Source: an optimization exercise on an open RTL-to-GDS flow (aim: small area). Production flows keep margins and buffers that such runs may drop.
RTL that was checked went through simulation tests only; none was proved equivalent to the original.
Power is estimated from default activity; no workload was simulated.

==> module pipe_field, before the edit <==
module pipe_field (
	input  wire logic                                                  DIV,
	input  wire logic                                                  arst_n,
	input  wire logic                                                  step,
	input  wire logic                                                  playing,
	input  wire logic [flappy_pkg::SPEED_W-1:0]                        speed,
	output logic [flappy_pkg::NUM_PIPES-1:0][flappy_pkg::X_W-1:0]      pipe_x,
	output logic [flappy_pkg::NUM_PIPES-1:0][flappy_pkg::ROW_W-1:0]    pipe_top_y,
	output logic [flappy_pkg::NUM_PIPES-1:0][flappy_pkg::ROW_W-1:0]    pipe_low_y,
	output logic [flappy_pkg::NUM_PIPES-1:0][4:0]                      gap_r
);
	localparam int NP = flappy_pkg::NUM_PIPES;
	logic [15:0] lfsr;
	logic [NP-1:0][10:0] xs;
	logic [NP-1:0] neg, wrap;
	logic [NP-1:0][6:0] top7, low7;
	function automatic logic [10:0] add11(input logic [10:0] a, input logic [10:0] b, input logic ci);
		logic c;
		c = ci;
		for (int k = 0; k < 11; k++) begin
			add11[k] = a[k] ^ b[k] ^ c;
			c = (a[k] & b[k]) | (c & (a[k] ^ b[k]));
		end
	endfunction
	function automatic logic [6:0] add7(input logic [6:0] a, input logic [6:0] b);
		logic c;
		c = 1'b0;
		for (int k = 0; k < 7; k++) begin
			add7[k] = a[k] ^ b[k] ^ c;
			c = (a[k] & b[k]) | (c & (a[k] ^ b[k]));
		end
	endfunction
	always_ff @(posedge DIV or negedge arst_n) begin
		if (!arst_n)
			lfsr <= flappy_pkg::LFSR_SEED;
		else if (step)
			lfsr <= {lfsr[14:0], lfsr[15] ^ lfsr[13] ^ lfsr[12] ^ lfsr[10]};
	end
	always_comb begin
		for (int i = 0; i < NP; i++) begin
			neg[i] = &xs[i][10:6];
			wrap[i] = neg[i] & ~xs[i][5] & ~xs[i][4] & ~(xs[i][3] & xs[i][2]);
			pipe_x[i] = {neg[i], xs[i]};
			top7[i] = add7({2'b00, gap_r[i]}, 7'd22);
			low7[i] = add7({2'b00, gap_r[i]}, 7'd44);
			pipe_top_y[i] = {3'b010, top7[i][5:0]};
			pipe_low_y[i] = {2'b10, low7[i]};
		end
	end
	logic [3:0] ds;
	logic park;
	assign ds = speed & {4{step}};
	assign park = step & ~playing;
	always_ff @(posedge DIV or negedge arst_n) begin
		if (!arst_n) begin
			for (int i = 0; i < NP; i++)
				xs[i] <= 11'(flappy_pkg::SCREEN_W + i * flappy_pkg::PIPE_SPACING);
		end else begin
			for (int i = 0; i < NP; i++) begin
				if (park)
					xs[i] <= 11'(flappy_pkg::SCREEN_W + i * flappy_pkg::PIPE_SPACING);    
				else if (step && wrap[i])
					xs[i] <= add11(xs[(i + NP - 1) % NP], 11'd90, 1'b0);    
				else
					xs[i] <= add11(xs[i], ~{7'd0, ds}, 1'b1);
			end
		end
	end
	always_ff @(posedge DIV or negedge arst_n) begin
		if (!arst_n) begin
			for (int i = 0; i < NP; i++)
				gap_r[i] <= '0;
		end else begin
			for (int i = 0; i < NP; i++)
				if (step && playing && wrap[i])
					gap_r[i] <= lfsr[4:0];
		end
	end
endmodule
==> module collision_check, before the edit <==
module collision_check (
	input  wire logic                                                  DIV,
	input  wire logic                                                  arst_n,
	input  wire logic [flappy_pkg::COL_W-1:0]                          bird_x,
	input  wire logic [flappy_pkg::ROW_W-1:0]                          bird_y,
	input  wire logic [flappy_pkg::NUM_PIPES-1:0][flappy_pkg::X_W-1:0]   pipe_x,
	input  wire logic [flappy_pkg::NUM_PIPES-1:0][4:0]                 gap_r,
	output logic                                                       hit,
	output logic                                                       between
);
	localparam int NP = flappy_pkg::NUM_PIPES;
	function automatic logic ge12(input logic [11:0] a, input logic [11:0] b);
		logic g;
		g = 1'b1;
		for (int k = 0; k < 12; k++)
			g = (a[k] & ~b[k]) | (a[k] & g) | (~b[k] & g);
		ge12 = g;
	endfunction
	function automatic logic ge9(input logic [8:0] a, input logic [8:0] b);
		logic g;
		g = 1'b1;
		for (int k = 0; k < 9; k++)
			g = (a[k] & ~b[k]) | (a[k] & g) | (~b[k] & g);
		ge9 = g;
	endfunction
	function automatic logic [11:0] add12(input logic [11:0] a, input logic [11:0] b);
		logic c;
		c = 1'b0;
		for (int k = 0; k < 12; k++) begin
			add12[k] = a[k] ^ b[k] ^ c;
			c = (a[k] & b[k]) | (c & (a[k] ^ b[k]));
		end
	endfunction
	function automatic logic [5:0] add6(input logic [5:0] a, input logic [5:0] b);
		logic c;
		c = 1'b0;
		for (int k = 0; k < 6; k++) begin
			add6[k] = a[k] ^ b[k] ^ c;
			c = (a[k] & b[k]) | (c & (a[k] ^ b[k]));
		end
	endfunction
	logic [11:0] lo, hi;         
	logic [NP-1:0] overlap;
	logic [4:0] r;               
	logic [8:0] t1, t2;
	logic blocked, bound_hit;
	always_comb begin
		lo = add12({2'b00, bird_x}, 12'(-44)) ^ 12'h800;
		hi = add12({2'b00, bird_x}, 12'd41) ^ 12'h800;
		r = '0;
		for (int i = 0; i < NP; i++) begin
			overlap[i] = ge12(pipe_x[i] ^ 12'h800, lo) && ge12(hi, pipe_x[i] ^ 12'h800);
			r = r | (gap_r[i] & {5{overlap[i]}});
		end
		t1 = {3'b010, add6({1'b0, r}, 6'd10)};     
		t2 = {3'b100, add6({1'b0, r}, 6'd8)};      
		blocked = ge9(t1, bird_y) || ge9(bird_y, t2);
		bound_hit = (bird_y == '0) || ge9(bird_y, 9'd443);
	end
	always_ff @(posedge DIV or negedge arst_n) begin
		if (!arst_n) begin
			hit <= 1'b0;
			between <= 1'b0;
		end else begin
			hit <= bound_hit || (|overlap && blocked);
			between <= |overlap;
		end
	end
endmodule
Settings: LEC_CHECK=0, CAP_MARGIN=20, CORE_MARGIN=2, CORE_UTILIZATION=40, SLEW_MARGIN=20; clock period 6.0 ns.
run.sh (not shown) runs the stock make flow with config.mk's settings and CLKGATE_MAP_FILE= SYNTH_SCRIPT=/design/flow/synth_recipe.tcl, a recipe that flattens the netlist after the stock synthesis.
The first run finished with timing, DRC and antenna clean.
Next try:
--- a/flow/design.v
+++ b/flow/design.v
@@ -172,4 +172,11 @@
 	logic [3:0] ds;
 	logic park;
+	logic [10:0] prev_x, rejoin_x;
+	always_comb begin
+		prev_x = '0;
+		for (int i = 0; i < NP; i++)
+			prev_x = prev_x | (xs[(i + NP - 1) % NP] & {11{wrap[i]}});
+		rejoin_x = add11(prev_x, 11'd90, 1'b0);
+	end
 	assign ds = speed & {4{step}};
 	assign park = step & ~playing;
@@ -183,5 +190,5 @@
 					xs[i] <= 11'(flappy_pkg::SCREEN_W + i * flappy_pkg::PIPE_SPACING);    
 				else if (step && wrap[i])
-					xs[i] <= add11(xs[(i + NP - 1) % NP], 11'd90, 1'b0);    
+					xs[i] <= rejoin_x;    
 				else
 					xs[i] <= add11(xs[i], ~{7'd0, ds}, 1'b1);
@@ -221,10 +228,10 @@
 		ge12 = g;
 	endfunction
-	function automatic logic ge9(input logic [8:0] a, input logic [8:0] b);
+	function automatic logic ge5(input logic [4:0] a, input logic [4:0] b);
 		logic g;
 		g = 1'b1;
-		for (int k = 0; k < 9; k++)
+		for (int k = 0; k < 5; k++)
 			g = (a[k] & ~b[k]) | (a[k] & g) | (~b[k] & g);
-		ge9 = g;
+		ge5 = g;
 	endfunction
 	function automatic logic [11:0] add12(input logic [11:0] a, input logic [11:0] b);
@@ -236,20 +243,35 @@
 		end
 	endfunction
-	function automatic logic [5:0] add6(input logic [5:0] a, input logic [5:0] b);
+	function automatic logic [4:0] add5(input logic [4:0] a, input logic [4:0] b);
 		logic c;
 		c = 1'b0;
-		for (int k = 0; k < 6; k++) begin
-			add6[k] = a[k] ^ b[k] ^ c;
+		for (int k = 0; k < 5; k++) begin
+			add5[k] = a[k] ^ b[k] ^ c;
 			c = (a[k] & b[k]) | (c & (a[k] ^ b[k]));
 		end
 	endfunction
+	function automatic logic ge9(input logic [8:0] a, input logic [8:0] b);
+		logic g;
+		g = 1'b1;
+		for (int k = 0; k < 9; k++)
+			g = (a[k] & ~b[k]) | (a[k] & g) | (~b[k] & g);
+		ge9 = g;
+	endfunction
 	logic [11:0] lo, hi;         
 	logic [NP-1:0] overlap;
 	logic [4:0] r;               
-	logic [8:0] t1, t2;
+	logic [4:0] a5, b5;
+	logic a_neg, a_small, b_big, b_small;
 	logic blocked, bound_hit;
+	assign a_neg = ~ge9(bird_y, 9'd138);
+	assign a_small = ~a_neg && ~ge9(bird_y, 9'd170);
+	assign a5 = add5(bird_y[4:0], 5'd22);           
+	assign b_big = ge9(bird_y, 9'd296);
+	assign b_small = ~b_big && ge9(bird_y, 9'd264);
+	assign b5 = add5(bird_y[4:0], 5'd24);           
+	assign bound_hit = (bird_y == '0) || ge9(bird_y, 9'd443);
+	assign lo = add12({2'b00, bird_x}, 12'(-44)) ^ 12'h800;
+	assign hi = add12({2'b00, bird_x}, 12'd41) ^ 12'h800;
 	always_comb begin
-		lo = add12({2'b00, bird_x}, 12'(-44)) ^ 12'h800;
-		hi = add12({2'b00, bird_x}, 12'd41) ^ 12'h800;
 		r = '0;
 		for (int i = 0; i < NP; i++) begin
@@ -257,8 +279,5 @@
 			r = r | (gap_r[i] & {5{overlap[i]}});
 		end
-		t1 = {3'b010, add6({1'b0, r}, 6'd10)};     
-		t2 = {3'b100, add6({1'b0, r}, 6'd8)};      
-		blocked = ge9(t1, bird_y) || ge9(bird_y, t2);
-		bound_hit = (bird_y == '0) || ge9(bird_y, 9'd443);
+		blocked = a_neg || b_big || (a_small && ge5(r, a5)) || (b_small && ge5(b5, r));
 	end
 	always_ff @(posedge DIV or negedge arst_n) begin
Global-route usage rose by 2.4 points.
Final cell count drops by 1.3%.
Non-clock buffer count decreases by 31.
Power decreases by 0.64%.
Clock power went down by about 2%.
Maximum frequency came out higher by 2.5%.
Via count is higher by 3.7%.
Count of clock-buffer cells in the layout increases by 1.
Combinational power increases by about 2%.
First-iteration DRC count is higher by 14%.
Design area falls by 4.3%.
Sequential power hardly moves.
Die area is lower by 1.3%.
Setup slack gets better by 0.14 ns.
Function not checked in the first run of this note: the RTL went through the layout flow alone.

==> re-timing with driven ports <==
Ports are ideal in the flow. The routed layouts listed here were re-timed in OpenROAD.
Step 1 (the two cells are an assumption about what drives the block):
set clk [get_ports {DIV}]
set_driving_cell -lib_cell sky130_fd_sc_hd__clkbuf_16 $clk
set_driving_cell -lib_cell sky130_fd_sc_hd__buf_2 [delete_from_list [all_inputs] $clk]
Step 2 adds t to the input delays and takes it off the output delays; t is the mean of the earliest and latest rising clock arrival at the registers after step 1. Input paths then give back, and output paths get back, about the clock's delay inside the block.
Slacks: ideal / step 1 / step 2; pairs: ideal / step 1.
run | t, ns | setup slack, ns | hold slack, ns | cell pins on the clock port's net
the first run | 0.622 | 0.157 / 0.175 / -0.447 | 0.383 / 0.383 / 0.383 | 1
the second run | 0.627 | 0.300 / 0.334 / -0.293 | 0.387 / 0.387 / 0.387 | 1
Met with ideal ports but missed after step 2: setup timing in the first run and the second run. For the first run, which loses most, drivers alone change the setup slack by +0.018 ns; drivers and shift together by -0.604 ns.
